What follows belongs to an exercise in optimizing a design on an open flow for small area, a short achievable clock period and few clock cycles; a production flow would make more cautious choices.
Function was checked by simulation only, so behaviour that the tests miss may differ from the original.
Power and IR drop assume default switching activity.

## batCpu
module batCpu (
	input logic CLK,
	input logic rstN,
	input logic run,
	input logic hostReq,
	input logic [7:0] hostAddr,
	input logic [15:0] hostWrData,
	input logic hostWrite,
	output logic hostAck,
	output logic [15:0] hostRdData,
	output logic halted,
	output logic [7:0] outValue
);
	logic [15:0] rdHi;
	logic [15:0] rdLo;
	batPkg::word_t memRdData;
	logic memWe;
	batPkg::addr_t memWrAddr;
	batPkg::word_t memWrData;
	logic hostGrant;
	logic hostRdCyc;
	logic wbPend;
	batPkg::addr_t wbAddr;
	batPkg::word_t wbData;
	logic cpuLdNext;
	logic cpuSt;
	batPkg::addr_t stAddr;
	batPkg::word_t stWord;
	logic [7:0] rdOH;
	logic [7:0] rsOH;
	logic [7:0] stOH;
	batPkg::data_t rdData;
	batPkg::data_t rsData;
	batPkg::data_t stData;
	logic ldWrite;
	batPkg::regIdx_t ldSel;
	logic [7:0] regWrOH;
	batPkg::data_t regWrData;
	batPkg::aluOp_t aluOp;
	batPkg::data_t aluResult;
	logic aluZero;
	microController microController_i (
		.CLK(CLK),
		.rstN(rstN),
		.run(run),
		.memRdData(memRdData),
		.hostGrant(hostGrant),
		.hostRdCyc(hostRdCyc),
		.hostAddr(hostAddr),
		.wbPend(wbPend),
		.rdData(rdData),
		.rsData(rsData),
		.stData(stData),
		.aluResult(aluResult),
		.aluZero(aluZero),
		.rdHi(rdHi),
		.rdLo(rdLo),
		.cpuLdNext(cpuLdNext),
		.cpuSt(cpuSt),
		.stAddr(stAddr),
		.stWord(stWord),
		.rdOH(rdOH),
		.rsOH(rsOH),
		.stOH(stOH),
		.ldWrite(ldWrite),
		.ldSel(ldSel),
		.regWrOH(regWrOH),
		.regWrData(regWrData),
		.aluOp(aluOp),
		.halted(halted)
	);
	registerFile registerFile_i (
		.CLK(CLK),
		.rstN(rstN),
		.ldWrite(ldWrite),
		.ldSel(ldSel),
  ...
export LEC_CHECK = 0
export CAP_MARGIN = 30
export CORE_MARGIN = 2
export CORE_UTILIZATION = 55
export CTS_CLUSTER_DIAMETER = 80
export CTS_CLUSTER_SIZE = 24
export SETUP_SLACK_MARGIN = 4.5
export SLEW_MARGIN = 35
export SYNTH_MEMORY_MAX_BITS = 8192
export TNS_END_PERCENT = 1
create_clock -name core_clock -period 7.5 [get_ports {CLK}]
run.sh (not shown) runs the stock make flow with config.mk's settings and CLKGATE_MAP_FILE= SYNTH_SCRIPT=/design/flow/synth_recipe.tcl, a recipe that flattens the netlist after the stock synthesis.
Testbench counts at the start, summed over its fixed seeds: cycles 32,592.
Then changed:
- CAP_MARGIN: 30 -> 20
- CORE_UTILIZATION: 55 -> 60
- PLACE_DENSITY: not set -> 0.66
- SLEW_MARGIN: 35 -> 20
What happened: The changed run ran to the end with no violations. Cell count is lower by a few percent. First-iteration DRC count is higher by a few percent. Setup slack degrades by 0.091 ns.


batCpu again, from the RTL that the note above started with.
==> flow/config.mk <==
export PLATFORM = sky130hd
export DESIGN_NAME = batCpu
export DESIGN_NICKNAME = batCpu
export VERILOG_FILES = /design/flow/design.v
export SDC_FILE = /design/flow/constraint.sdc
export NUM_CORES = 4
export LEC_CHECK = 0
export CAP_MARGIN = 20
export CORE_MARGIN = 2
export CORE_UTILIZATION = 55
export CTS_CLUSTER_DIAMETER = 70
export CTS_CLUSTER_SIZE = 20
export SETUP_SLACK_MARGIN = 4.5
export SLEW_MARGIN = 20
export SYNTH_MEMORY_MAX_BITS = 8192
export TNS_END_PERCENT = 3
==> flow/constraint.sdc <==
create_clock -name core_clock -period 7.5 [get_ports {CLK}]
set_input_delay 1.5000 -clock core_clock [delete_from_list [all_inputs] [get_ports {CLK}]]
set_output_delay 1.5000 -clock core_clock [all_outputs]
set_load 0.01 [all_outputs]
Testbench counts at the start, summed over its fixed seeds: cycles 32,592.
Edit:
- CTS_CLUSTER_DIAMETER: 70 -> 80
- CTS_CLUSTER_SIZE: 20 -> 24
- TNS_END_PERCENT: 3 -> 1
Result: Global-route usage grows by 0.38 points. Non-clock buffer count grows by 10. Power shrinks by about 2%. Clock power shrinks by about 10%. Worst setup slack gains 0.067 ns.

[static timing again, ports no longer ideal]
In the flow no input, the clock included, has a driving cell. The finished layouts below were timed again as built, in two steps. Step 1: set_driving_cell puts a clkbuf_16 on CLK and a buf_2 on each other input, an assumption about the parent block. Step 2, shift: input delay + t, output delay - t, t = (earliest + latest rising clock arrival at the registers) / 2. This alone moves slack from input paths to output paths. Three values: ideal ports, drivers, drivers and shift; two values: the first two.
run	t (ns)	setup WS [ns]	worst register clock-pin slew, ns
the first run of note 1	1.046	3.826 / 3.826 / 2.957	0.10 / 0.10
the second run of note 1	1.062	3.735 / 3.735 / 3.325	0.10 / 0.10
the first run of note 2	1.026	3.808 / 3.808 / 3.242	0.09 / 0.09
the second run of note 2	1.031	3.874 / 3.874 / 3.032	0.11 / 0.11
After both steps setup and hold are still met in every run listed. For the first run of note 1, which loses most, drivers alone change the setup slack by 0.000 ns; drivers and shift together by -0.869 ns.
